This is an optimization exercise on Yosys and OpenROAD, whose aim is small area, not a production implementation. No run shown here included a check of the RTL's function; only the layout flow was run.

**flow/run.sh**
```bash
#!/bin/bash
# The standard synthesis, then its combinational logic mapped again by
# ABC with an area-oriented script (flow/abc_resyn.script): the standard
# synthesis's registers and adder cells stay exactly as they are, with their
# names. Then the standard layout of that netlist, with extra ORFS make
# variables from flow/make_vars (one per line).
# Logs: flow_synth.log and flow_make.log (make's output), flow_resyn.log
# (Yosys); each ORFS step also keeps its own log under orfs/logs.
set -euo pipefail
args=()
while IFS= read -r line; do
   [[ -z "$line" || "$line" == \#* ]] && continue
   args+=("$line")
done < flow/make_vars

bash standard.sh "${args[@]}" synth > flow_synth.log 2>&1

RES=orfs/results/$FLOW_PLATFORM/layer_top/base
LIB=$FLOW_HOME/platforms/$FLOW_PLATFORM/lib/sky130_fd_sc_hd__tt_025C_1v80.lib
YOSYS=$FLOW_HOME/../tools/install/yosys/bin/yosys
DONT_USE=$(grep -o 'sky130_fd_sc_hd__[a-z0-9_]*' $FLOW_HOME/platforms/$FLOW_PLATFORM/config.mk | sort -u | sed 's/^/-dont_use /' | tr '\n' ' ')
cp $RES/1_2_yosys.v 1_2_yosys_standard.v
cat > resyn.ys <<EOT
read_liberty -ignore_miss_func $LIB
read_verilog 1_2_yosys_standard.v
hierarchy -top $FLOW_TOP
blackbox sky130_fd_sc_hd__dfxtp_1 sky130_fd_sc_hd__edfxtp_1 sky130_fd_sc_hd__fa_1 sky130_fd_sc_hd__ha_1 sky130_fd_sc_hd__conb_1
tee -o resyn_stat_before.txt stat -liberty $LIB
flatten
opt -purge
abc -script $PWD/flow/abc_resyn.script -liberty $LIB $DONT_USE -constr $PWD/orfs/objects/$FLOW_PLATFORM/layer_top/base/abc.constr
splitnets
opt_clean -purge
hilomap -singleton -hicell sky130_fd_sc_hd__conb_1 HI -locell sky130_fd_sc_hd__conb_1 LO
insbuf -buf sky130_fd_sc_hd__buf_4 A X
tee -o resyn_stat_after.txt stat -liberty $LIB
write_verilog -noattr -nohex -nodec 1_2_yosys_resyn.v
EOT
$YOSYS -s resyn.ys > flow_resyn.log 2>&1
# The new netlist must be fully mapped and hold the same registers
cat > resyn_check.ys <<EOT
read_liberty -lib $LIB
read_verilog 1_2_yosys_resyn.v
hierarchy -check -top $FLOW_TOP
check -assert -mapped
EOT
$YOSYS -s resyn_check.ys > flow_resyn_check.log 2>&1
regs() { grep -oE 'sky130_fd_sc_hd__e?dfxtp_[0-9]+ +\\?[^ ]+' "$1" | sort; }
if ! diff <(regs 1_2_yosys_standard.v) <(regs 1_2_yosys_resyn.v) > flow_resyn_regs.diff; then
   echo "registers differ from the standard synthesis" >&2
   exit 1
fi
cp 1_2_yosys_resyn.v $RES/1_2_yosys.v
rm -f $RES/1_synth.odb
bash standard.sh "${args[@]}" finish > flow_make.log 2>&1
```
**flow/abc_resyn.script**
```
&get -n
&st
&syn2
&dch -f
&nf -a -R 1000
&put
topo
stime -c
dnsize -c
```
**flow/make_vars**
```
BUFFER_PORTS_ARGS=-buffer_cell sky130_fd_sc_hd__buf_1
CTS_BUF_LIST=sky130_fd_sc_hd__clkbuf_8
```
**standard.sh**
```bash
#!/bin/bash
# synth_recipe.tcl (not shown) runs the flow's synth.tcl, then flattens the netlist and writes it again
# the make line also repeats each setting of config.mk as NAME=value (left out here)
make -C /OpenROAD-flow-scripts/flow DESIGN_CONFIG=/design/flow/config.mk WORK_HOME=/design/flow/orfs CLKGATE_MAP_FILE= SYNTH_SCRIPT=/design/flow/synth_recipe.tcl "${@:-finish}"
```
**config.mk**
```make
export PLATFORM = sky130hd
export DESIGN_NAME = layer_top
export DESIGN_NICKNAME = layer_top
export VERILOG_FILES = /design/flow/design.v
export SDC_FILE = /design/flow/constraint.sdc
export NUM_CORES = 4
export LEC_CHECK = 0
export CAP_MARGIN = 20
export CORE_MARGIN = 2
export CORE_UTILIZATION = 40
export SLEW_MARGIN = 20
```
**constraint.sdc**
```tcl
create_clock -name core_clock -period 7.0 [get_ports {clk}]
set_input_delay 1.4000 -clock core_clock [delete_from_list [all_inputs] [get_ports {clk}]]
set_output_delay 1.4000 -clock core_clock [all_outputs]
set_load 0.01 [all_outputs]
```
**design.v**
```verilog
package layer_pkg;
   typedef logic signed [16-1:0] data_t;
   typedef logic [$clog2(8)-1:0] vec_addr_t;
   typedef logic [$clog2(16)-1:0] out_idx_t;
endpackage
package layer_coef_pkg;
   localparam int WEIGHT_ENTRIES = 4 * 8 * (16 / 4);
   localparam int BIAS_ENTRIES   = 4 * (16 / 4);
   localparam logic [WEIGHT_ENTRIES*16-1:0] weight_table = {
      {
         -16'sd38,  16'sd33,  16'sd109, 16'sd24,  -16'sd3,   -16'sd45,  -16'sd19,  16'sd48,
         16'sd103,  16'sd18,  16'sd82,  -16'sd28, 16'sd101,  -16'sd64,  -16'sd108, 16'sd3,
         -16'sd18,  16'sd107, 16'sd2,   -16'sd45, -16'sd85,  16'sd22,   16'sd86,   16'sd32,
         -16'sd1,   -16'sd105, 16'sd81, 16'sd42,  16'sd45,   16'sd39,   -16'sd54,  16'sd63
      },
      {
         16'sd29,   -16'sd75, -16'sd24, 16'sd89,  -16'sd12,  -16'sd72,  16'sd114,  -16'sd15,
         -16'sd11,  -16'sd4,  -16'sd36, 16'sd105, 16'sd53,   -16'sd50,  -16'sd37,  16'sd72,
         -16'sd110, -16'sd77, 16'sd9,   16'sd71,  16'sd1,    16'sd100,  16'sd15,   -16'sd72,
         16'sd90,   16'sd84,  16'sd7,   -16'sd36, 16'sd56,   -16'sd106, 16'sd20,   16'sd22
      },
      {
         -16'sd109, -16'sd24, 16'sd30,  16'sd68,  -16'sd123, -16'sd41,  16'sd119,  16'sd31,
         16'sd54,   16'sd121, 16'sd12,  16'sd60,  -16'sd48,  16'sd3,    -16'sd37,  16'sd78,
         16'sd93,   -16'sd101, 16'sd116, -16'sd83, 16'sd31,  -16'sd49,  16'sd124,  16'sd29,
         -16'sd78,  16'sd8,   16'sd67,  16'sd81,  16'sd87,   16'sd63,   -16'sd18,  -16'sd105
      },
      {
         -16'sd2,   -16'sd5,  16'sd22,  -16'sd23, 16'sd96,   -16'sd58,  16'sd36,   -16'sd70,
         16'sd126,  16'sd113, -16'sd73, 16'sd94,  -16'sd73,  16'sd92,   -16'sd104, -16'sd98,
         -16'sd64,  -16'sd77, -16'sd4,  -16'sd9,  -16'sd113, 16'sd20,   16'sd21,   -16'sd3,
         16'sd115,  16'sd106, 16'sd14,  -16'sd126, -16'sd1,  -16'sd93,  16'sd0,    16'sd126
      }
   };
   localparam logic [BIAS_ENTRIES*16-1:0] bias_table = {
      {-16'sd70, 16'sd120, 16'sd71,  -16'sd60},
      {-16'sd47, 16'sd115, -16'sd83, 16'sd67},
      {16'sd41,  16'sd38,  -16'sd81, -16'sd106},
      {16'sd103, 16'sd83,  16'sd0,   -16'sd10}
   };
endpackage
module layer_sequencer (
   input  logic                 clk,
   input  logic                 reset,
   input  logic                 s_valid,
   input  logic                 m_ready,
   output logic                 s_ready,
   output logic                 m_valid,
   output logic                 vec_wr_en,    
   output layer_pkg::vec_addr_t pos,          
   output logic                 run,          
   output logic                 en,           
   output layer_pkg::out_idx_t  out_idx,      
   output logic [5:0]           entry_next,   
   output logic                 x_bypass      
);
   layer_pkg::vec_addr_t load_cnt;    
   logic vec_pending;    
   logic done;           
   logic fire;
   logic can_start;
   logic start;
   logic last_start;     
   logic gap;            
   assign m_valid = done;
   assign fire    = done & m_ready;
   assign can_start  = (pos[1:0] == 2'd0) && (pos[2] != out_idx[0]) && !run && (!done || fire);
   assign start      = can_start && (out_idx != '0 || vec_pending || vec_wr_en);
   assign last_start = can_start && out_idx == 4'd15;
   assign en         = start | run;
   assign s_ready   = (pos == load_cnt) && (load_cnt != '0 || !vec_pending || last_start);
   assign vec_wr_en = s_ready & s_valid;
   assign gap       = (pos == load_cnt) && (load_cnt != '0) && !s_valid;
   assign x_bypass  = (pos == load_cnt) && out_idx == '0;
   layer_pkg::vec_addr_t pos_d;
   layer_pkg::out_idx_t  out_idx_d;
   logic                 finish;         
   assign finish     = run && pos[1:0] == 2'd3 && !(gap && out_idx == '0);
   assign pos_d      = reset ? '0 : pos + 1'b1;
   assign out_idx_d  = reset ? '0 : out_idx + finish;
   assign entry_next = {out_idx_d, pos_d[1:0]};
   always_ff @(posedge clk) begin
      pos     <= pos_d;
      out_idx <= out_idx_d;
   end
   always_ff @(posedge clk) begin
      if (reset) begin
         load_cnt    <= '0;
         vec_pending <= 1'b0;
         run         <= 1'b0;
         done        <= 1'b0;
      end else begin
         if (vec_wr_en)
            load_cnt <= load_cnt + 1'b1;
         if (vec_wr_en && load_cnt == 3'd7)
            vec_pending <= 1'b1;
         else if (start && out_idx == 4'd15)
            vec_pending <= 1'b0;
         if (start)
            run <= 1'b1;
         else if (run && (pos[1:0] == 2'd3 || (gap && out_idx == '0)))
            run <= 1'b0;
         if (finish)
            done <= 1'b1;
         else if (fire)
            done <= 1'b0;
      end
   end
endmodule
module mac_lane (
   input  logic                 clk,
   input  logic                 run,        
   input  logic                 en,         
   input  layer_pkg::out_idx_t  out_idx,
   input  layer_pkg::vec_addr_t pos,
   input  logic [5:0]           entry_next,    
   input  layer_pkg::data_t     x_a,
   input  layer_pkg::data_t     x_b,
   output layer_pkg::data_t     acc,
   output logic [16-1:0] acc_cy    
);
   localparam int ENTRIES = 16 * 4;
   logic [4*ENTRIES-1:0] a_one, a_two, a_neg, b_one, b_two, b_neg;
   logic [16*8-1:0] b_rom;
   logic [ENTRIES*8-1:0]        wa_rom, wb_rom;
   genvar i;
   generate
      for (i = 0; i < ENTRIES; i++) begin : g_w
         localparam int J  = i / 4;
         localparam int CA = (1 - J % 2) * 4 + i % 4;
         localparam int CB = (J % 2) * 4 + i % 4;
         localparam int EA = (J % 4) * 8 * (16 / 4)
                             + (J / 4) * 8 + CA;
         localparam int EB = (J % 4) * 8 * (16 / 4)
                             + (J / 4) * 8 + CB;
         localparam logic [8:0] WA = {layer_coef_pkg::weight_table[(layer_coef_pkg::WEIGHT_ENTRIES - 1 - EA) * 16 +: 8], 1'b0};
         localparam logic [8:0] WB = {layer_coef_pkg::weight_table[(layer_coef_pkg::WEIGHT_ENTRIES - 1 - EB) * 16 +: 8], 1'b0};
         assign wa_rom[i*8 +: 8] = WA[8:1];
         assign wb_rom[i*8 +: 8] = WB[8:1];
         for (genvar k = 0; k < 4; k++) begin : g_k
            assign a_one[k*ENTRIES + i] = WA[2*k+1] ^ WA[2*k];
            assign a_two[k*ENTRIES + i] = (WA[2*k+2] & ~WA[2*k+1] & ~WA[2*k]) | (~WA[2*k+2] & WA[2*k+1] & WA[2*k]);
            assign a_neg[k*ENTRIES + i] = WA[2*k+2] & ~(WA[2*k+1] & WA[2*k]);
            assign b_one[k*ENTRIES + i] = WB[2*k+1] ^ WB[2*k];
            assign b_two[k*ENTRIES + i] = (WB[2*k+2] & ~WB[2*k+1] & ~WB[2*k]) | (~WB[2*k+2] & WB[2*k+1] & WB[2*k]);
            assign b_neg[k*ENTRIES + i] = WB[2*k+2] & ~(WB[2*k+1] & WB[2*k]);
         end
      end
      for (i = 0; i < 16; i++) begin : g_b
         localparam int E = (i % 4) * (16 / 4) + i / 4;
         assign b_rom[i*8 +: 8] =
            layer_coef_pkg::bias_table[(layer_coef_pkg::BIAS_ENTRIES - 1 - E) * 16 +: 8];
      end
   endgenerate
   logic [5:0]  entry;
   logic [7:0]  bias;
   logic [15:0] addend;
   logic [3:0]  neg_a, one_a, two_a, neg_b, one_b, two_b;
   assign entry  = {out_idx, pos[1:0]};
   assign bias   = b_rom[out_idx*8 +: 8];
   assign addend = run ? acc : {{8{bias[7]}}, bias};
   logic [7:0] wa_q, wb_q;
   always_ff @(posedge clk) begin
      wa_q <= wa_rom[entry_next*8 +: 8];
      wb_q <= wb_rom[entry_next*8 +: 8];
   end
   logic [8:0] wxa, wxb;
   assign wxa = {wa_q, 1'b0};
   assign wxb = {wb_q, 1'b0};
   generate
      for (i = 0; i < 4; i++) begin : g_digit
         assign one_a[i] = wxa[2*i+1] ^ wxa[2*i];
         assign two_a[i] = (wxa[2*i+2] & ~wxa[2*i+1] & ~wxa[2*i]) | (~wxa[2*i+2] & wxa[2*i+1] & wxa[2*i]);
         assign neg_a[i] = wxa[2*i+2] & ~(wxa[2*i+1] & wxa[2*i]);
         assign one_b[i] = wxb[2*i+1] ^ wxb[2*i];
         assign two_b[i] = (wxb[2*i+2] & ~wxb[2*i+1] & ~wxb[2*i]) | (~wxb[2*i+2] & wxb[2*i+1] & wxb[2*i]);
         assign neg_b[i] = wxb[2*i+2] & ~(wxb[2*i+1] & wxb[2*i]);
      end
   endgenerate
   logic [15:0] pp_a0;
   assign pp_a0[0] = ((one_a[0] & x_a[0])) ^ neg_a[0];
   assign pp_a0[1] = ((one_a[0] & x_a[1]) | (two_a[0] & x_a[0])) ^ neg_a[0];
   assign pp_a0[2] = ((one_a[0] & x_a[2]) | (two_a[0] & x_a[1])) ^ neg_a[0];
   assign pp_a0[3] = ((one_a[0] & x_a[3]) | (two_a[0] & x_a[2])) ^ neg_a[0];
   assign pp_a0[4] = ((one_a[0] & x_a[4]) | (two_a[0] & x_a[3])) ^ neg_a[0];
   assign pp_a0[5] = ((one_a[0] & x_a[5]) | (two_a[0] & x_a[4])) ^ neg_a[0];
   assign pp_a0[6] = ((one_a[0] & x_a[6]) | (two_a[0] & x_a[5])) ^ neg_a[0];
   assign pp_a0[7] = ((one_a[0] & x_a[7]) | (two_a[0] & x_a[6])) ^ neg_a[0];
   assign pp_a0[8] = ((one_a[0] & x_a[8]) | (two_a[0] & x_a[7])) ^ neg_a[0];
   assign pp_a0[9] = ((one_a[0] & x_a[9]) | (two_a[0] & x_a[8])) ^ neg_a[0];
   assign pp_a0[10] = ((one_a[0] & x_a[10]) | (two_a[0] & x_a[9])) ^ neg_a[0];
   assign pp_a0[11] = ((one_a[0] & x_a[11]) | (two_a[0] & x_a[10])) ^ neg_a[0];
   assign pp_a0[12] = ((one_a[0] & x_a[12]) | (two_a[0] & x_a[11])) ^ neg_a[0];
   assign pp_a0[13] = ((one_a[0] & x_a[13]) | (two_a[0] & x_a[12])) ^ neg_a[0];
   assign pp_a0[14] = ((one_a[0] & x_a[14]) | (two_a[0] & x_a[13])) ^ neg_a[0];
   assign pp_a0[15] = ((one_a[0] & x_a[15]) | (two_a[0] & x_a[14])) ^ neg_a[0];
   logic [15:2] pp_a1;
   assign pp_a1[2] = ((one_a[1] & x_a[0])) ^ neg_a[1];
   assign pp_a1[3] = ((one_a[1] & x_a[1]) | (two_a[1] & x_a[0])) ^ neg_a[1];
   assign pp_a1[4] = ((one_a[1] & x_a[2]) | (two_a[1] & x_a[1])) ^ neg_a[1];
   assign pp_a1[5] = ((one_a[1] & x_a[3]) | (two_a[1] & x_a[2])) ^ neg_a[1];
   assign pp_a1[6] = ((one_a[1] & x_a[4]) | (two_a[1] & x_a[3])) ^ neg_a[1];
   assign pp_a1[7] = ((one_a[1] & x_a[5]) | (two_a[1] & x_a[4])) ^ neg_a[1];
   assign pp_a1[8] = ((one_a[1] & x_a[6]) | (two_a[1] & x_a[5])) ^ neg_a[1];
   assign pp_a1[9] = ((one_a[1] & x_a[7]) | (two_a[1] & x_a[6])) ^ neg_a[1];
   assign pp_a1[10] = ((one_a[1] & x_a[8]) | (two_a[1] & x_a[7])) ^ neg_a[1];
   assign pp_a1[11] = ((one_a[1] & x_a[9]) | (two_a[1] & x_a[8])) ^ neg_a[1];
   assign pp_a1[12] = ((one_a[1] & x_a[10]) | (two_a[1] & x_a[9])) ^ neg_a[1];
   assign pp_a1[13] = ((one_a[1] & x_a[11]) | (two_a[1] & x_a[10])) ^ neg_a[1];
   assign pp_a1[14] = ((one_a[1] & x_a[12]) | (two_a[1] & x_a[11])) ^ neg_a[1];
   assign pp_a1[15] = ((one_a[1] & x_a[13]) | (two_a[1] & x_a[12])) ^ neg_a[1];
   logic [15:4] pp_a2;
   assign pp_a2[4] = ((one_a[2] & x_a[0])) ^ neg_a[2];
   assign pp_a2[5] = ((one_a[2] & x_a[1]) | (two_a[2] & x_a[0])) ^ neg_a[2];
   assign pp_a2[6] = ((one_a[2] & x_a[2]) | (two_a[2] & x_a[1])) ^ neg_a[2];
   assign pp_a2[7] = ((one_a[2] & x_a[3]) | (two_a[2] & x_a[2])) ^ neg_a[2];
   assign pp_a2[8] = ((one_a[2] & x_a[4]) | (two_a[2] & x_a[3])) ^ neg_a[2];
   assign pp_a2[9] = ((one_a[2] & x_a[5]) | (two_a[2] & x_a[4])) ^ neg_a[2];
   assign pp_a2[10] = ((one_a[2] & x_a[6]) | (two_a[2] & x_a[5])) ^ neg_a[2];
   assign pp_a2[11] = ((one_a[2] & x_a[7]) | (two_a[2] & x_a[6])) ^ neg_a[2];
   assign pp_a2[12] = ((one_a[2] & x_a[8]) | (two_a[2] & x_a[7])) ^ neg_a[2];
   assign pp_a2[13] = ((one_a[2] & x_a[9]) | (two_a[2] & x_a[8])) ^ neg_a[2];
   assign pp_a2[14] = ((one_a[2] & x_a[10]) | (two_a[2] & x_a[9])) ^ neg_a[2];
   assign pp_a2[15] = ((one_a[2] & x_a[11]) | (two_a[2] & x_a[10])) ^ neg_a[2];
   logic [15:6] pp_a3;
   assign pp_a3[6] = ((one_a[3] & x_a[0])) ^ neg_a[3];
   assign pp_a3[7] = ((one_a[3] & x_a[1]) | (two_a[3] & x_a[0])) ^ neg_a[3];
   assign pp_a3[8] = ((one_a[3] & x_a[2]) | (two_a[3] & x_a[1])) ^ neg_a[3];
   assign pp_a3[9] = ((one_a[3] & x_a[3]) | (two_a[3] & x_a[2])) ^ neg_a[3];
   assign pp_a3[10] = ((one_a[3] & x_a[4]) | (two_a[3] & x_a[3])) ^ neg_a[3];
   assign pp_a3[11] = ((one_a[3] & x_a[5]) | (two_a[3] & x_a[4])) ^ neg_a[3];
   assign pp_a3[12] = ((one_a[3] & x_a[6]) | (two_a[3] & x_a[5])) ^ neg_a[3];
   assign pp_a3[13] = ((one_a[3] & x_a[7]) | (two_a[3] & x_a[6])) ^ neg_a[3];
   assign pp_a3[14] = ((one_a[3] & x_a[8]) | (two_a[3] & x_a[7])) ^ neg_a[3];
   assign pp_a3[15] = ((one_a[3] & x_a[9]) | (two_a[3] & x_a[8])) ^ neg_a[3];
   logic [15:0] pp_b0;
   assign pp_b0[0] = ((one_b[0] & x_b[0])) ^ neg_b[0];
   assign pp_b0[1] = ((one_b[0] & x_b[1]) | (two_b[0] & x_b[0])) ^ neg_b[0];
   assign pp_b0[2] = ((one_b[0] & x_b[2]) | (two_b[0] & x_b[1])) ^ neg_b[0];
   assign pp_b0[3] = ((one_b[0] & x_b[3]) | (two_b[0] & x_b[2])) ^ neg_b[0];
   assign pp_b0[4] = ((one_b[0] & x_b[4]) | (two_b[0] & x_b[3])) ^ neg_b[0];
   assign pp_b0[5] = ((one_b[0] & x_b[5]) | (two_b[0] & x_b[4])) ^ neg_b[0];
   assign pp_b0[6] = ((one_b[0] & x_b[6]) | (two_b[0] & x_b[5])) ^ neg_b[0];
   assign pp_b0[7] = ((one_b[0] & x_b[7]) | (two_b[0] & x_b[6])) ^ neg_b[0];
   assign pp_b0[8] = ((one_b[0] & x_b[8]) | (two_b[0] & x_b[7])) ^ neg_b[0];
   assign pp_b0[9] = ((one_b[0] & x_b[9]) | (two_b[0] & x_b[8])) ^ neg_b[0];
   assign pp_b0[10] = ((one_b[0] & x_b[10]) | (two_b[0] & x_b[9])) ^ neg_b[0];
   assign pp_b0[11] = ((one_b[0] & x_b[11]) | (two_b[0] & x_b[10])) ^ neg_b[0];
   assign pp_b0[12] = ((one_b[0] & x_b[12]) | (two_b[0] & x_b[11])) ^ neg_b[0];
   assign pp_b0[13] = ((one_b[0] & x_b[13]) | (two_b[0] & x_b[12])) ^ neg_b[0];
   assign pp_b0[14] = ((one_b[0] & x_b[14]) | (two_b[0] & x_b[13])) ^ neg_b[0];
   assign pp_b0[15] = ((one_b[0] & x_b[15]) | (two_b[0] & x_b[14])) ^ neg_b[0];
   logic [15:2] pp_b1;
   assign pp_b1[2] = ((one_b[1] & x_b[0])) ^ neg_b[1];
   assign pp_b1[3] = ((one_b[1] & x_b[1]) | (two_b[1] & x_b[0])) ^ neg_b[1];
   assign pp_b1[4] = ((one_b[1] & x_b[2]) | (two_b[1] & x_b[1])) ^ neg_b[1];
   assign pp_b1[5] = ((one_b[1] & x_b[3]) | (two_b[1] & x_b[2])) ^ neg_b[1];
   assign pp_b1[6] = ((one_b[1] & x_b[4]) | (two_b[1] & x_b[3])) ^ neg_b[1];
   assign pp_b1[7] = ((one_b[1] & x_b[5]) | (two_b[1] & x_b[4])) ^ neg_b[1];
   assign pp_b1[8] = ((one_b[1] & x_b[6]) | (two_b[1] & x_b[5])) ^ neg_b[1];
   assign pp_b1[9] = ((one_b[1] & x_b[7]) | (two_b[1] & x_b[6])) ^ neg_b[1];
   assign pp_b1[10] = ((one_b[1] & x_b[8]) | (two_b[1] & x_b[7])) ^ neg_b[1];
   assign pp_b1[11] = ((one_b[1] & x_b[9]) | (two_b[1] & x_b[8])) ^ neg_b[1];
   assign pp_b1[12] = ((one_b[1] & x_b[10]) | (two_b[1] & x_b[9])) ^ neg_b[1];
   assign pp_b1[13] = ((one_b[1] & x_b[11]) | (two_b[1] & x_b[10])) ^ neg_b[1];
   assign pp_b1[14] = ((one_b[1] & x_b[12]) | (two_b[1] & x_b[11])) ^ neg_b[1];
   assign pp_b1[15] = ((one_b[1] & x_b[13]) | (two_b[1] & x_b[12])) ^ neg_b[1];
   logic [15:4] pp_b2;
   assign pp_b2[4] = ((one_b[2] & x_b[0])) ^ neg_b[2];
   assign pp_b2[5] = ((one_b[2] & x_b[1]) | (two_b[2] & x_b[0])) ^ neg_b[2];
   assign pp_b2[6] = ((one_b[2] & x_b[2]) | (two_b[2] & x_b[1])) ^ neg_b[2];
   assign pp_b2[7] = ((one_b[2] & x_b[3]) | (two_b[2] & x_b[2])) ^ neg_b[2];
   assign pp_b2[8] = ((one_b[2] & x_b[4]) | (two_b[2] & x_b[3])) ^ neg_b[2];
   assign pp_b2[9] = ((one_b[2] & x_b[5]) | (two_b[2] & x_b[4])) ^ neg_b[2];
   assign pp_b2[10] = ((one_b[2] & x_b[6]) | (two_b[2] & x_b[5])) ^ neg_b[2];
   assign pp_b2[11] = ((one_b[2] & x_b[7]) | (two_b[2] & x_b[6])) ^ neg_b[2];
   assign pp_b2[12] = ((one_b[2] & x_b[8]) | (two_b[2] & x_b[7])) ^ neg_b[2];
   assign pp_b2[13] = ((one_b[2] & x_b[9]) | (two_b[2] & x_b[8])) ^ neg_b[2];
   assign pp_b2[14] = ((one_b[2] & x_b[10]) | (two_b[2] & x_b[9])) ^ neg_b[2];
   assign pp_b2[15] = ((one_b[2] & x_b[11]) | (two_b[2] & x_b[10])) ^ neg_b[2];
   logic [15:6] pp_b3;
   assign pp_b3[6] = ((one_b[3] & x_b[0])) ^ neg_b[3];
   assign pp_b3[7] = ((one_b[3] & x_b[1]) | (two_b[3] & x_b[0])) ^ neg_b[3];
   assign pp_b3[8] = ((one_b[3] & x_b[2]) | (two_b[3] & x_b[1])) ^ neg_b[3];
   assign pp_b3[9] = ((one_b[3] & x_b[3]) | (two_b[3] & x_b[2])) ^ neg_b[3];
   assign pp_b3[10] = ((one_b[3] & x_b[4]) | (two_b[3] & x_b[3])) ^ neg_b[3];
   assign pp_b3[11] = ((one_b[3] & x_b[5]) | (two_b[3] & x_b[4])) ^ neg_b[3];
   assign pp_b3[12] = ((one_b[3] & x_b[6]) | (two_b[3] & x_b[5])) ^ neg_b[3];
   assign pp_b3[13] = ((one_b[3] & x_b[7]) | (two_b[3] & x_b[6])) ^ neg_b[3];
   assign pp_b3[14] = ((one_b[3] & x_b[8]) | (two_b[3] & x_b[7])) ^ neg_b[3];
   assign pp_b3[15] = ((one_b[3] & x_b[9]) | (two_b[3] & x_b[8])) ^ neg_b[3];
   logic s1, c2, s3, c4, s5, c6, s7, c8, s9, c10, s11, c12, s13, c14, s15, c16;
   logic s17, c18, s19, s20, c21, s22, c23, s24, c25, s26, c27, s28, c29, s30, c31, s32;
   logic c33, s34, c35, s36, c37, s38, c39, s40, c41, s42, c43, s44, c45, s46, c47, s48;
   logic c49, s50, c51, s52, c53, s54, c55, s56, c57, s58, c59, s60, c61, s62, c63, s64;
   logic c65, s66, c67, s68, c69, s70, c71, s72, c73, s74, c75, s76, c77, s78, c79, s80;
   logic c81, s82, c83, s84, s85, s86, s87, c88, s89, c90, s91, c92, s93, c94, s95, c96;
   logic s97, c98, s99, c100, s101, c102, s103, c104, s105, c106, s107, c108, s109, c110, s111, c112;
   logic s113, c114, s115, c116, s117, c118, s119, c120, s121, c122, s123, c124, s125, c126, s127, c128;
   logic s129, c130, s131, c132, s133, c134, s135, c136, s137, c138, s139, s140, s141, c142, s143, c144;
   logic s145, c146, s147, c148, s149, c150, s151, c152, s153, c154, s155, c156, s157, c158, s159, c160;
   logic s161, c162, s163, c164, s165, c166, s167, c168, s169, c170, s171, s172, c173, s174, c175, s176;
   logic c177, s178, c179, s180, c181, s182, c183, s184, c185, s186, c187, s188, c189, s190, c191, s192;
   logic c193, s194, c195, s196, c197, s198, c199, s200, c201, s202;
   assign s1 = neg_a[3] ^ neg_b[3] ^ addend[6];
   assign c2 = (neg_a[3] & neg_b[3]) | (neg_a[3] & addend[6]) | (neg_b[3] & addend[6]);
   assign s3 = addend[7] ^ pp_b0[7];
   assign c4 = addend[7] & pp_b0[7];
   assign s5 = addend[8] ^ pp_b0[8];
   assign c6 = addend[8] & pp_b0[8];
   assign s7 = addend[9] ^ pp_b0[9];
   assign c8 = addend[9] & pp_b0[9];
   assign s9 = addend[10] ^ pp_b0[10];
   assign c10 = addend[10] & pp_b0[10];
   assign s11 = addend[11] ^ pp_b0[11];
   assign c12 = addend[11] & pp_b0[11];
   assign s13 = addend[12] ^ pp_b0[12];
   assign c14 = addend[12] & pp_b0[12];
   assign s15 = addend[13] ^ pp_b0[13];
   assign c16 = addend[13] & pp_b0[13];
   assign s17 = addend[14] ^ pp_b0[14];
   assign c18 = addend[14] & pp_b0[14];
   assign s19 = addend[15] ^ pp_b0[15];
   assign s20 = neg_a[1] ^ neg_b[1];
   assign c21 = neg_a[1] & neg_b[1];
   assign s22 = neg_a[2] ^ neg_b[2] ^ addend[4];
   assign c23 = (neg_a[2] & neg_b[2]) | (neg_a[2] & addend[4]) | (neg_b[2] & addend[4]);
   assign s24 = pp_b0[4] ^ pp_b1[4];
   assign c25 = pp_b0[4] & pp_b1[4];
   assign s26 = addend[5] ^ pp_b0[5] ^ pp_b1[5];
   assign c27 = (addend[5] & pp_b0[5]) | (addend[5] & pp_b1[5]) | (pp_b0[5] & pp_b1[5]);
   assign s28 = pp_b2[5] ^ pp_a0[5];
   assign c29 = pp_b2[5] & pp_a0[5];
   assign s30 = pp_b0[6] ^ pp_b1[6] ^ pp_b2[6];
   assign c31 = (pp_b0[6] & pp_b1[6]) | (pp_b0[6] & pp_b2[6]) | (pp_b1[6] & pp_b2[6]);
   assign s32 = pp_b3[6] ^ s1 ^ pp_a0[6];
   assign c33 = (pp_b3[6] & s1) | (pp_b3[6] & pp_a0[6]) | (s1 & pp_a0[6]);
   assign s34 = pp_a1[6] ^ pp_a2[6];
   assign c35 = pp_a1[6] & pp_a2[6];
   assign s36 = pp_b1[7] ^ pp_b2[7] ^ pp_b3[7];
   assign c37 = (pp_b1[7] & pp_b2[7]) | (pp_b1[7] & pp_b3[7]) | (pp_b2[7] & pp_b3[7]);
   assign s38 = c2 ^ s3 ^ pp_a0[7];
   assign c39 = (c2 & s3) | (c2 & pp_a0[7]) | (s3 & pp_a0[7]);
   assign s40 = pp_a1[7] ^ pp_a2[7] ^ pp_a3[7];
   assign c41 = (pp_a1[7] & pp_a2[7]) | (pp_a1[7] & pp_a3[7]) | (pp_a2[7] & pp_a3[7]);
   assign s42 = pp_b1[8] ^ pp_b2[8] ^ pp_b3[8];
   assign c43 = (pp_b1[8] & pp_b2[8]) | (pp_b1[8] & pp_b3[8]) | (pp_b2[8] & pp_b3[8]);
   assign s44 = c4 ^ s5 ^ pp_a0[8];
   assign c45 = (c4 & s5) | (c4 & pp_a0[8]) | (s5 & pp_a0[8]);
   assign s46 = pp_a1[8] ^ pp_a2[8] ^ pp_a3[8];
   assign c47 = (pp_a1[8] & pp_a2[8]) | (pp_a1[8] & pp_a3[8]) | (pp_a2[8] & pp_a3[8]);
   assign s48 = pp_b1[9] ^ pp_b2[9] ^ pp_b3[9];
   assign c49 = (pp_b1[9] & pp_b2[9]) | (pp_b1[9] & pp_b3[9]) | (pp_b2[9] & pp_b3[9]);
   assign s50 = c6 ^ s7 ^ pp_a0[9];
   assign c51 = (c6 & s7) | (c6 & pp_a0[9]) | (s7 & pp_a0[9]);
   assign s52 = pp_a1[9] ^ pp_a2[9] ^ pp_a3[9];
   assign c53 = (pp_a1[9] & pp_a2[9]) | (pp_a1[9] & pp_a3[9]) | (pp_a2[9] & pp_a3[9]);
   assign s54 = pp_b1[10] ^ pp_b2[10] ^ pp_b3[10];
   assign c55 = (pp_b1[10] & pp_b2[10]) | (pp_b1[10] & pp_b3[10]) | (pp_b2[10] & pp_b3[10]);
   assign s56 = c8 ^ s9 ^ pp_a0[10];
   assign c57 = (c8 & s9) | (c8 & pp_a0[10]) | (s9 & pp_a0[10]);
   assign s58 = pp_a1[10] ^ pp_a2[10] ^ pp_a3[10];
   assign c59 = (pp_a1[10] & pp_a2[10]) | (pp_a1[10] & pp_a3[10]) | (pp_a2[10] & pp_a3[10]);
   assign s60 = pp_b1[11] ^ pp_b2[11] ^ pp_b3[11];
   assign c61 = (pp_b1[11] & pp_b2[11]) | (pp_b1[11] & pp_b3[11]) | (pp_b2[11] & pp_b3[11]);
   assign s62 = c10 ^ s11 ^ pp_a0[11];
   assign c63 = (c10 & s11) | (c10 & pp_a0[11]) | (s11 & pp_a0[11]);
   assign s64 = pp_a1[11] ^ pp_a2[11] ^ pp_a3[11];
   assign c65 = (pp_a1[11] & pp_a2[11]) | (pp_a1[11] & pp_a3[11]) | (pp_a2[11] & pp_a3[11]);
   assign s66 = pp_b1[12] ^ pp_b2[12] ^ pp_b3[12];
   assign c67 = (pp_b1[12] & pp_b2[12]) | (pp_b1[12] & pp_b3[12]) | (pp_b2[12] & pp_b3[12]);
   assign s68 = c12 ^ s13 ^ pp_a0[12];
   assign c69 = (c12 & s13) | (c12 & pp_a0[12]) | (s13 & pp_a0[12]);
   assign s70 = pp_a1[12] ^ pp_a2[12] ^ pp_a3[12];
   assign c71 = (pp_a1[12] & pp_a2[12]) | (pp_a1[12] & pp_a3[12]) | (pp_a2[12] & pp_a3[12]);
   assign s72 = pp_b1[13] ^ pp_b2[13] ^ pp_b3[13];
   assign c73 = (pp_b1[13] & pp_b2[13]) | (pp_b1[13] & pp_b3[13]) | (pp_b2[13] & pp_b3[13]);
   assign s74 = c14 ^ s15 ^ pp_a0[13];
   assign c75 = (c14 & s15) | (c14 & pp_a0[13]) | (s15 & pp_a0[13]);
   assign s76 = pp_a1[13] ^ pp_a2[13] ^ pp_a3[13];
   assign c77 = (pp_a1[13] & pp_a2[13]) | (pp_a1[13] & pp_a3[13]) | (pp_a2[13] & pp_a3[13]);
   assign s78 = pp_b1[14] ^ pp_b2[14] ^ pp_b3[14];
   assign c79 = (pp_b1[14] & pp_b2[14]) | (pp_b1[14] & pp_b3[14]) | (pp_b2[14] & pp_b3[14]);
   assign s80 = c16 ^ s17 ^ pp_a0[14];
   assign c81 = (c16 & s17) | (c16 & pp_a0[14]) | (s17 & pp_a0[14]);
   assign s82 = pp_a1[14] ^ pp_a2[14] ^ pp_a3[14];
   assign c83 = (pp_a1[14] & pp_a2[14]) | (pp_a1[14] & pp_a3[14]) | (pp_a2[14] & pp_a3[14]);
   assign s84 = pp_b1[15] ^ pp_b2[15] ^ pp_b3[15];
   assign s85 = c18 ^ s19 ^ pp_a0[15];
   assign s86 = pp_a1[15] ^ pp_a2[15] ^ pp_a3[15];
   assign s87 = neg_a[0] ^ neg_b[0];
   assign c88 = neg_a[0] & neg_b[0];
   assign s89 = addend[2] ^ s20 ^ pp_b0[2];
   assign c90 = (addend[2] & s20) | (addend[2] & pp_b0[2]) | (s20 & pp_b0[2]);
   assign s91 = addend[3] ^ c21 ^ pp_b0[3];
   assign c92 = (addend[3] & c21) | (addend[3] & pp_b0[3]) | (c21 & pp_b0[3]);
   assign s93 = pp_b1[3] ^ pp_a0[3];
   assign c94 = pp_b1[3] & pp_a0[3];
   assign s95 = pp_b2[4] ^ s22 ^ s24;
   assign c96 = (pp_b2[4] & s22) | (pp_b2[4] & s24) | (s22 & s24);
   assign s97 = pp_a0[4] ^ pp_a1[4] ^ pp_a2[4];
   assign c98 = (pp_a0[4] & pp_a1[4]) | (pp_a0[4] & pp_a2[4]) | (pp_a1[4] & pp_a2[4]);
   assign s99 = c23 ^ c25 ^ s26;
   assign c100 = (c23 & c25) | (c23 & s26) | (c25 & s26);
   assign s101 = pp_a1[5] ^ pp_a2[5] ^ s28;
   assign c102 = (pp_a1[5] & pp_a2[5]) | (pp_a1[5] & s28) | (pp_a2[5] & s28);
   assign s103 = c27 ^ s30 ^ pp_a3[6];
   assign c104 = (c27 & s30) | (c27 & pp_a3[6]) | (s30 & pp_a3[6]);
   assign s105 = c29 ^ s34 ^ s32;
   assign c106 = (c29 & s34) | (c29 & s32) | (s34 & s32);
   assign s107 = c31 ^ s36 ^ c35;
   assign c108 = (c31 & s36) | (c31 & c35) | (s36 & c35);
   assign s109 = c33 ^ s38 ^ s40;
   assign c110 = (c33 & s38) | (c33 & s40) | (s38 & s40);
   assign s111 = c37 ^ s42 ^ c39;
   assign c112 = (c37 & s42) | (c37 & c39) | (s42 & c39);
   assign s113 = c41 ^ s44 ^ s46;
   assign c114 = (c41 & s44) | (c41 & s46) | (s44 & s46);
   assign s115 = c43 ^ s48 ^ c45;
   assign c116 = (c43 & s48) | (c43 & c45) | (s48 & c45);
   assign s117 = c47 ^ s50 ^ s52;
   assign c118 = (c47 & s50) | (c47 & s52) | (s50 & s52);
   assign s119 = c49 ^ s54 ^ c51;
   assign c120 = (c49 & s54) | (c49 & c51) | (s54 & c51);
   assign s121 = c53 ^ s56 ^ s58;
   assign c122 = (c53 & s56) | (c53 & s58) | (s56 & s58);
   assign s123 = c55 ^ s60 ^ c57;
   assign c124 = (c55 & s60) | (c55 & c57) | (s60 & c57);
   assign s125 = c59 ^ s62 ^ s64;
   assign c126 = (c59 & s62) | (c59 & s64) | (s62 & s64);
   assign s127 = c61 ^ s66 ^ c63;
   assign c128 = (c61 & s66) | (c61 & c63) | (s66 & c63);
   assign s129 = c65 ^ s68 ^ s70;
   assign c130 = (c65 & s68) | (c65 & s70) | (s68 & s70);
   assign s131 = c67 ^ s72 ^ c69;
   assign c132 = (c67 & s72) | (c67 & c69) | (s72 & c69);
   assign s133 = c71 ^ s74 ^ s76;
   assign c134 = (c71 & s74) | (c71 & s76) | (s74 & s76);
   assign s135 = c73 ^ s78 ^ c75;
   assign c136 = (c73 & s78) | (c73 & c75) | (s78 & c75);
   assign s137 = c77 ^ s80 ^ s82;
   assign c138 = (c77 & s80) | (c77 & s82) | (s80 & s82);
   assign s139 = c79 ^ s84 ^ c81;
   assign s140 = c83 ^ s85 ^ s86;
   assign s141 = addend[0] ^ s87;
   assign c142 = addend[0] & s87;
   assign s143 = addend[1] ^ c88 ^ pp_b0[1];
   assign c144 = (addend[1] & c88) | (addend[1] & pp_b0[1]) | (c88 & pp_b0[1]);
   assign s145 = pp_b1[2] ^ s89 ^ pp_a0[2];
   assign c146 = (pp_b1[2] & s89) | (pp_b1[2] & pp_a0[2]) | (s89 & pp_a0[2]);
   assign s147 = c90 ^ s91 ^ pp_a1[3];
   assign c148 = (c90 & s91) | (c90 & pp_a1[3]) | (s91 & pp_a1[3]);
   assign s149 = c92 ^ s95 ^ c94;
   assign c150 = (c92 & s95) | (c92 & c94) | (s95 & c94);
   assign s151 = c96 ^ s99 ^ c98;
   assign c152 = (c96 & s99) | (c96 & c98) | (s99 & c98);
   assign s153 = c100 ^ s103 ^ c102;
   assign c154 = (c100 & s103) | (c100 & c102) | (s103 & c102);
   assign s155 = c104 ^ s107 ^ c106;
   assign c156 = (c104 & s107) | (c104 & c106) | (s107 & c106);
   assign s157 = c108 ^ s111 ^ c110;
   assign c158 = (c108 & s111) | (c108 & c110) | (s111 & c110);
   assign s159 = c112 ^ s115 ^ c114;
   assign c160 = (c112 & s115) | (c112 & c114) | (s115 & c114);
   assign s161 = c116 ^ s119 ^ c118;
   assign c162 = (c116 & s119) | (c116 & c118) | (s119 & c118);
   assign s163 = c120 ^ s123 ^ c122;
   assign c164 = (c120 & s123) | (c120 & c122) | (s123 & c122);
   assign s165 = c124 ^ s127 ^ c126;
   assign c166 = (c124 & s127) | (c124 & c126) | (s127 & c126);
   assign s167 = c128 ^ s131 ^ c130;
   assign c168 = (c128 & s131) | (c128 & c130) | (s131 & c130);
   assign s169 = c132 ^ s135 ^ c134;
   assign c170 = (c132 & s135) | (c132 & c134) | (s135 & c134);
   assign s171 = c136 ^ s139 ^ c138;
   assign s172 = pp_b0[0] ^ s141;
   assign c173 = pp_b0[0] & s141;
   assign s174 = c142 ^ s143 ^ pp_a0[1];
   assign c175 = (c142 & s143) | (c142 & pp_a0[1]) | (s143 & pp_a0[1]);
   assign s176 = c144 ^ pp_a1[2] ^ s145;
   assign c177 = (c144 & pp_a1[2]) | (c144 & s145) | (pp_a1[2] & s145);
   assign s178 = s93 ^ c146 ^ s147;
   assign c179 = (s93 & c146) | (s93 & s147) | (c146 & s147);
   assign s180 = c148 ^ s97 ^ s149;
   assign c181 = (c148 & s97) | (c148 & s149) | (s97 & s149);
   assign s182 = c150 ^ s101 ^ s151;
   assign c183 = (c150 & s101) | (c150 & s151) | (s101 & s151);
   assign s184 = c152 ^ s105 ^ s153;
   assign c185 = (c152 & s105) | (c152 & s153) | (s105 & s153);
   assign s186 = s109 ^ c154 ^ s155;
   assign c187 = (s109 & c154) | (s109 & s155) | (c154 & s155);
   assign s188 = s113 ^ c156 ^ s157;
   assign c189 = (s113 & c156) | (s113 & s157) | (c156 & s157);
   assign s190 = s117 ^ c158 ^ s159;
   assign c191 = (s117 & c158) | (s117 & s159) | (c158 & s159);
   assign s192 = s121 ^ c160 ^ s161;
   assign c193 = (s121 & c160) | (s121 & s161) | (c160 & s161);
   assign s194 = s125 ^ c162 ^ s163;
   assign c195 = (s125 & c162) | (s125 & s163) | (c162 & s163);
   assign s196 = s129 ^ c164 ^ s165;
   assign c197 = (s129 & c164) | (s129 & s165) | (c164 & s165);
   assign s198 = s133 ^ c166 ^ s167;
   assign c199 = (s133 & c166) | (s133 & s167) | (c166 & s167);
   assign s200 = s137 ^ c168 ^ s169;
   assign c201 = (s137 & c168) | (s137 & s169) | (c168 & s169);
   assign s202 = s140 ^ c170 ^ s171;
   logic [15:0] op_a, op_b;
   assign op_a = {s202, s200, s198, s196, s194, s192, s190, s188, s186, s184, s182, s180, s178, s176, s174, pp_a0[0]};
   assign op_b = {c201, c199, c197, c195, c193, c191, c189, c187, c185, c183, c181, c179, c177, c175, c173, s172};
   logic [15:0] cy;
   logic [15:0] sum;
   logic [15:0] cy_out;
   assign cy[0] = 1'b0;
   assign sum[0] = op_a[0] ^ op_b[0] ^ cy[0];
   assign cy[1] = (op_a[0] & op_b[0]) | (op_a[0] & cy[0]) | (op_b[0] & cy[0]);
   assign sum[1] = op_a[1] ^ op_b[1] ^ cy[1];
   assign cy[2] = (op_a[1] & op_b[1]) | (op_a[1] & cy[1]) | (op_b[1] & cy[1]);
   assign sum[2] = op_a[2] ^ op_b[2] ^ cy[2];
   assign cy[3] = (op_a[2] & op_b[2]) | (op_a[2] & cy[2]) | (op_b[2] & cy[2]);
   assign sum[3] = op_a[3] ^ op_b[3] ^ cy[3];
   assign cy[4] = (op_a[3] & op_b[3]) | (op_a[3] & cy[3]) | (op_b[3] & cy[3]);
   assign sum[4] = op_a[4] ^ op_b[4] ^ cy[4];
   assign cy[5] = (op_a[4] & op_b[4]) | (op_a[4] & cy[4]) | (op_b[4] & cy[4]);
   assign sum[5] = op_a[5] ^ op_b[5] ^ cy[5];
   assign cy_out[6] = (op_a[5] & op_b[5]) | (op_a[5] & cy[5]) | (op_b[5] & cy[5]);
   assign cy[6] = run & acc_cy[6];
   assign sum[6] = op_a[6] ^ op_b[6] ^ cy[6];
   assign cy[7] = (op_a[6] & op_b[6]) | (op_a[6] & cy[6]) | (op_b[6] & cy[6]);
   assign sum[7] = op_a[7] ^ op_b[7] ^ cy[7];
   assign cy[8] = (op_a[7] & op_b[7]) | (op_a[7] & cy[7]) | (op_b[7] & cy[7]);
   assign sum[8] = op_a[8] ^ op_b[8] ^ cy[8];
   assign cy[9] = (op_a[8] & op_b[8]) | (op_a[8] & cy[8]) | (op_b[8] & cy[8]);
   assign sum[9] = op_a[9] ^ op_b[9] ^ cy[9];
   assign cy[10] = (op_a[9] & op_b[9]) | (op_a[9] & cy[9]) | (op_b[9] & cy[9]);
   assign sum[10] = op_a[10] ^ op_b[10] ^ cy[10];
   assign cy_out[11] = (op_a[10] & op_b[10]) | (op_a[10] & cy[10]) | (op_b[10] & cy[10]);
   assign cy[11] = run & acc_cy[11];
   assign sum[11] = op_a[11] ^ op_b[11] ^ cy[11];
   assign cy[12] = (op_a[11] & op_b[11]) | (op_a[11] & cy[11]) | (op_b[11] & cy[11]);
   assign sum[12] = op_a[12] ^ op_b[12] ^ cy[12];
   assign cy[13] = (op_a[12] & op_b[12]) | (op_a[12] & cy[12]) | (op_b[12] & cy[12]);
   assign sum[13] = op_a[13] ^ op_b[13] ^ cy[13];
   assign cy_out[14] = (op_a[13] & op_b[13]) | (op_a[13] & cy[13]) | (op_b[13] & cy[13]);
   assign cy[14] = run & acc_cy[14];
   assign sum[14] = op_a[14] ^ op_b[14] ^ cy[14];
   assign cy[15] = (op_a[14] & op_b[14]) | (op_a[14] & cy[14]) | (op_b[14] & cy[14]);
   assign sum[15] = op_a[15] ^ op_b[15] ^ cy[15];
   assign cy_out[0] = 1'b0;
   assign cy_out[1] = 1'b0;
   assign cy_out[2] = 1'b0;
   assign cy_out[3] = 1'b0;
   assign cy_out[4] = 1'b0;
   assign cy_out[5] = 1'b0;
   assign cy_out[7] = 1'b0;
   assign cy_out[8] = 1'b0;
   assign cy_out[9] = 1'b0;
   assign cy_out[10] = 1'b0;
   assign cy_out[12] = 1'b0;
   assign cy_out[13] = 1'b0;
   assign cy_out[15] = 1'b0;
   logic [15:0] cy_q;    
   always_ff @(posedge clk)
      if (en) begin
         acc  <= sum;
         cy_q <= cy_out & 16'h4840;
      end
   assign acc_cy = cy_q & 16'h4840;
endmodule
module mac_array (
   input  logic                 clk,
   input  logic                 vec_wr_en,
   input  logic                 x_bypass,
   input  layer_pkg::data_t     data_in,
   input  layer_pkg::vec_addr_t pos,
   input  logic                 run,
   input  logic                 en,
   input  layer_pkg::out_idx_t  out_idx,
   input  logic [5:0]           entry_next,
   output layer_pkg::data_t     acc,
   output logic [16-1:0] acc_cy
);
   layer_pkg::data_t ring [0:8-1];
   always_ff @(posedge clk) begin
      for (int k = 0; k < 8 - 1; k++)
         ring[k] <= ring[k+1];
      ring[8-1] <= vec_wr_en ? data_in : ring[0];
   end
   mac_lane u_lane (
      .clk     (clk),
      .run     (run),
      .en      (en),
      .out_idx (out_idx),
      .pos     (pos),
      .entry_next (entry_next),
      .x_a     (x_bypass ? data_in : ring[0]),    
      .x_b     (ring[8/2]),           
      .acc     (acc),
      .acc_cy  (acc_cy)
   );
endmodule
module result_buffer (
   input  layer_pkg::data_t acc,
   input  logic [16-1:0] acc_cy,
   output layer_pkg::data_t data_out
);
   layer_pkg::data_t result;
   assign result   = acc + acc_cy;
   assign data_out = result[16-1] ? '0 : result;
endmodule
module layer_top (
   input  logic             clk,
   input  logic             reset,
   input  logic             s_valid,
   input  logic             m_ready,
   input  layer_pkg::data_t data_in,
   output logic             s_ready,
   output logic             m_valid,
   output layer_pkg::data_t data_out
);
   logic                 vec_wr_en;
   logic                 x_bypass;
   layer_pkg::vec_addr_t pos;
   logic                 run, en;
   layer_pkg::out_idx_t  out_idx;
   logic [5:0]           entry_next;
   layer_pkg::data_t     acc;
   logic [16-1:0] acc_cy;
   layer_sequencer u_sequencer (
      .clk       (clk),
      .reset     (reset),
      .s_valid   (s_valid),
      .m_ready   (m_ready),
      .s_ready   (s_ready),
      .m_valid   (m_valid),
      .vec_wr_en (vec_wr_en),
      .pos       (pos),
      .run       (run),
      .en        (en),
      .out_idx   (out_idx),
      .entry_next(entry_next),
      .x_bypass  (x_bypass)
   );
   mac_array u_mac_array (
      .clk       (clk),
      .vec_wr_en (vec_wr_en),
      .x_bypass  (x_bypass),
      .data_in   (data_in),
      .pos       (pos),
      .run       (run),
      .en        (en),
      .out_idx   (out_idx),
      .entry_next(entry_next),
      .acc       (acc),
      .acc_cy    (acc_cy)
   );
   result_buffer u_result_buffer (
      .acc      (acc),
      .acc_cy   (acc_cy),
      .data_out (data_out)
   );
endmodule
```
==> out/metrics.yaml, run 1 <==
syn_area_per_cell_um2: 9.74
slew_violations: 0
outcome: "no timing/DRC/antenna violations"
num_vias: 8832
path_class: "flop to flop"
post_cts_buffers: 0
whs_path_depth: 0
nets: 1403
grtUsageTotal: 0.211
rsz0062_at_grt: "false"
core_area_mm2: 0.0276
drive_gt1_frac: 0.0551
stdcell_area_mm2: 0.0124
io_pins: 38
end_kind: "flop"
tightest_slew_ns: 0.966
fp.dieArea_mm2: 0.0293
numCtsBuffers: 17
fp.dieH_um: 171
wl_per_cell_um: 18.1
seq_area_mm2: 0.00371
path_max_fanout: 21
synth_fp_nets: 1310
clock_skew_ns: 0.0357
cp.required_ns: 7.22
reg2reg_slack_ns: 0.60
synth_warnings: 5
start_util: 0.404
whs_ns: 0.323
crit_arrival_ns: 6.62
first_global_vias: 8518
grt_max_degree: 35
firstDrtPassIters: 5
clock_latency_ns: 0.49
diodes: 0
reg2reg_depth: 17
syn2layout_area_growth_pct: 11.5
finalSetupViolations: 0
antenna_found_initial: 0
clock-sinks: 176
root_buffer: "clkbuf_8"
first_iter_violations: 930
wl_mm: 29.5
cap_viol_max_count: 0
hold_viol: 0
path_clk_slew_ns: 0.11
place.gp.congestion: 0.936
h-tree-depth: 4
multi_input_area_mm2: 0.00701
rows: 61
port_buffers: 36
fmax_mhz: 156
holdBufCountCts: 0
hp-class: "flop to flop"
fin_crit_ns: 6.40
cts_resized: 0
drtAntennaViolNets: 0
die_w_um: 171
viasPerCell: 5.42
final.fill_count: 2728
cts_tree: "yes"
period_share: 0.914
grt-ovfl-total: 0
start_kind: "flop"
place_area_mm2: 0.0121
cts_buffer_depth: 2
post-route-drc-count: 0
synthCells: 1146
netlist_area_mm2: 0.0112
grt_pass1_wl_mm: 47.4
setup_tns_ns: 0
slew_headroom: 0.356
post-dp-hpwl_mm: 21.9
==> through the flow <==
step | setup WS, ns | util | cells
after floorplan | 0.544 | - | 1146
after global placement | 0.703 | 0.437 | 1598
after detailed placement | 0.608 | 0.437 | 1598
after CTS | 0.579 | 0.451 | 1630
after global routing | 0.179 | 0.451 | 1630
final | 0.603 | 0.451 | 1630
==> sequential cells by signal (all words and copies together) (netlist names) <==
register                 count
u_mac_array.u_lane.acc      16
u_mac_array.u_lane.cy_q      3
u_sequencer.out_idx          4
u_sequencer.done             1
u_mac_array.u_lane.wa_q      8
u_sequencer.load_cnt         3
u_mac_array.ring           128
u_mac_array.u_lane.wb_q      8
u_sequencer.run              1
u_sequencer.vec_pending      1
u_sequencer.pos              3
==> critical path, stage by stage, from the launching register on <==
cell and delay, ns:
dfxtp_1 0.54, clkinv_1 0.24, ha_1 0.29, nand3_1 0.20
buf_12 0.22, mux2i_1 0.78, o22ai_1 0.18, xor2_1 0.18
ha_1 0.29, clkinv_1 0.08, fa_1 0.52, clkinv_1 0.08
fa_1 0.48, fa_1 0.45, fa_1 0.39, fa_1 0.38
fa_1 0.39, fa_1 0.43
==> routing by layer <==
layer  part of all wire  vias up  global-route usage  wire length, um
li1                   -     4168                   -                -
met1               0.47     4224               0.310            13900
met2               0.42      393               0.303            12500
met3              0.086       47              0.0472             2530
met4              0.019        0              0.0711              565
met5                  0        -                   0                0
==> layout by cell type (no fill, tap or decap), drive strengths merged, types with 18 or more instances in the layout <==
master	count
dfxtp	157
a22oi	39
clkinv	119
o22ai	40
buf	75
nand2	94
nor2	60
mux2i	20
xnor2	88
edfxtp	19
nand2b	25
nor2b	20
mux2	18
ha	49
xor2	32
o21ai	67
fa	95
a21oi	83
==> worst paths after layout <==
check	from	endpoint
setup / recovery	u_sequencer.out_idx[0]	u_mac_array.u_lane.acc[10]
hold reg to reg	u_mac_array.ring[6][13]	u_mac_array.ring[5][13]
hold / removal	u_mac_array.ring[6][13]	u_mac_array.ring[5][13]
setup reg to reg	u_sequencer.out_idx[0]	u_mac_array.u_lane.acc[10]
==> layout make-up <==
class / instances / area share
multi-input combinational: 854 / 0.563
sequential: 176 / 0.298
tap: 378 / 0.0380
timing repair buffer: 75 / 0.0354
inverter: 115 / 0.0347
clock buffer: 17 / 0.0188
clock inverter: 15 / 0.0119
==> run 2: changes to the inputs <==
==> flow/abc_resyn.script (replaced) <==
strash
dch -f
amap
topo
stime -c
==> out/metrics.yaml, run 2 <==
fp.dieArea_mm2: 0.0288
grt-ovfl-total: 0
place_ws_ns: 0.358
r2r_end: "u_mac_array.u_lane.acc[10]"
synth_fp_nets: 1430
grt_pass1_wl_mm: 54.1
num_vias: 9792
multi_input_area_mm2: 0.00658
path_clk_slew_ns: 0.12
drive_gt1_frac: 0.0582
start_util: 0.407
period_share: 0.940
cts_buffer_depth: 2
first_global_vias: 9536
final_cell_mix: "clkinv_1, nor2_1, dfxtp_1"
port_buffers: 36
post-dp-hpwl_mm: 26.4
place_area_mm2: 0.0118
syn_area_per_cell_um2: 8.66
first_iter_violations: 1028
largest_reg_flops: 128
hold_viol: 0
mostFrequentLayoutCell: "clkinv_1"
end_kind: "flop"
reg2reg_depth: 18
clock_latency_ns: 0.47
die_w_um: 170
place.gp.congestion: 1.02
grt_max_degree: 37
netlist_area_mm2: 0.0110
io_pins: 38
stdcell_area_mm2: 0.0123
antenna_found_initial: 1
h-tree-depth: 4
hp-class: "flop to flop"
r2r_start: "u_sequencer.out_idx[0]"
finalSetupViolations: 0
core_area_mm2: 0.0270
outcome: "no timing/DRC/antenna violations"
hold_path_end: "u_mac_array.ring[0][14]"
reg2reg_slack_ns: 0.42
rows: 60
fin_crit_ns: 6.58
clock_skew_ns: 0.0210
whs_path_depth: 0
drtAntennaViolNets: 0
slew_violations: 0
numCtsBuffers: 17
regMostFlops: "u_mac_array.ring"
syn2layout_area_growth_pct: 12.1
synth_warnings: 5
post-route-drc-count: 0
final.fill_count: 2692
crit_arrival_ns: 6.81
start_kind: "flop"
hold_path_startpoint: "u_mac_array.ring[1][14]"
cp.required_ns: 7.23
startpoint: "u_sequencer.out_idx[0]"
rsz0062_at_grt: "false"
setup_tns_ns: 0
path_max_fanout: 17
tightest_slew_ns: 0.850
crit_path_frequent_cell: "fa_1"
path_class: "flop to flop"
diodes: 0
holdBufCountCts: 0
nets: 1525
wl_per_cell_um: 20.2
synthCells: 1266
fp.dieH_um: 170
top_regs: "u_mac_array.ring x128, u_mac_array.u_lane.acc x16"
setup_ws_ns: 0.417
viasPerCell: 5.71
cpPeakStageDelay_ns: 0.70
grtUsageTotal: 0.246
cap_viol_max_count: 0
seq_area_mm2: 0.00371
cts_tree: "yes"
wl_mm: 34.7
root_buffer: "clkbuf_8"
firstDrtPassIters: 6
cp_slowest_cell: "o22ai_1"
cp_cell_sequence: "clkinv_1 -> ha_1 -> and3_1 -> nand2_1 -> clkinvlp_4 -> o22ai_1 -> o22ai_1 -> o21ai_0 -> ha_1 -> fa_1 -> fa_1 -> clkinv_1 -> fa_1 -> clkinv_1 -> fa_1 -> fa_1 -> fa_1 -> fa_1"
clock-sinks: 176
fmax_mhz: 152
slew_headroom: 0.432
-- run 2: through the flow --
stage	hold WS [ns]	util	std cells
2_1_floorplan	0.310	-	1266
3_3_place_gp	0.310	0.439	1683
3_5_place_dp	0.312	0.439	1683
4_1_cts	0.325	0.455	1715
5_1_grt	0.323	0.456	1715
6_report	0.328	0.456	1715
-- run 2: what timing repair did --
item | CTS | global route
buffers inserted | 0 | 0
gates resized for setup | 0 | 6
endpoints found under the setup margin | 0 | 2
-- run 2: worst max-delay path, delay by kind of cell (launching register included) --
family | cells | cell delay [ns]
and+or+nand+nor | 2 | 0.32
buffers and inverters | 4 | 0.74
DFF | 1 | 0.47
AOI/OAI and AO/OA | 3 | 1.20
adders and majority gates | 9 | 3.62
-- run 2: layout make-up --
type | count | share of cell area
repair buffers | 77 | 0.0360
multi-input cells | 902 | 0.535
inverters | 187 | 0.0574
flip-flops and latches | 176 | 0.302
clock buffers | 18 | 0.0202
clock inverters | 14 | 0.0149
well taps | 341 | 0.0347
-- run 2: worst max-delay path by stage --
stage	to	cells after the start
final	u_mac_array.u_lane.acc[10]	18
after detailed placement	u_mac_array.u_lane.acc[15]	28
after CTS	u_mac_array.u_lane.acc[15]	28
after floorplan	u_mac_array.u_lane.acc[15]	28
after global placement	u_mac_array.u_lane.acc[15]	28
after global routing	u_mac_array.u_lane.acc[15]	28
-- run 2: routing by layer --
metal,vias to the layer above,part of all wire,global-route usage
li1,4688,-,-
met1,4547,0.41,0.314
met2,457,0.47,0.409
met3,100,0.071,0.0394
met4,0,0.047,0.118
met5,-,0,0

re-timing with driven ports:
No port has a modelled driver above. Below, the same layouts with a new extraction and two added sets of constraints. Step 1 (the two cells are an assumption about what drives the block):
set clk [get_ports {clk}]
set_driving_cell -lib_cell sky130_fd_sc_hd__clkbuf_16 $clk
set_driving_cell -lib_cell sky130_fd_sc_hd__buf_2 [delete_from_list [all_inputs] $clk]
Step 2, shift: input delay + t, output delay - t, t = (earliest + latest rising clock arrival at the registers) / 2. This alone moves slack from input paths to output paths. Three values: no drivers, after step 1, after step 2; two values: the first two.
| run | shift t [ns] | setup slack, ns | clock arrival spread, ns | cell pins on the clock port's net |
|---|---|---|---|---|
| run 1 | 0.512 | 0.603 / 0.603 / 0.603 | 0.035 / 0.036 | 1 |
| run 2 | 0.502 | 0.417 / 0.417 / 0.417 | 0.021 / 0.021 | 1 |
After both steps every run listed still meets setup and hold.
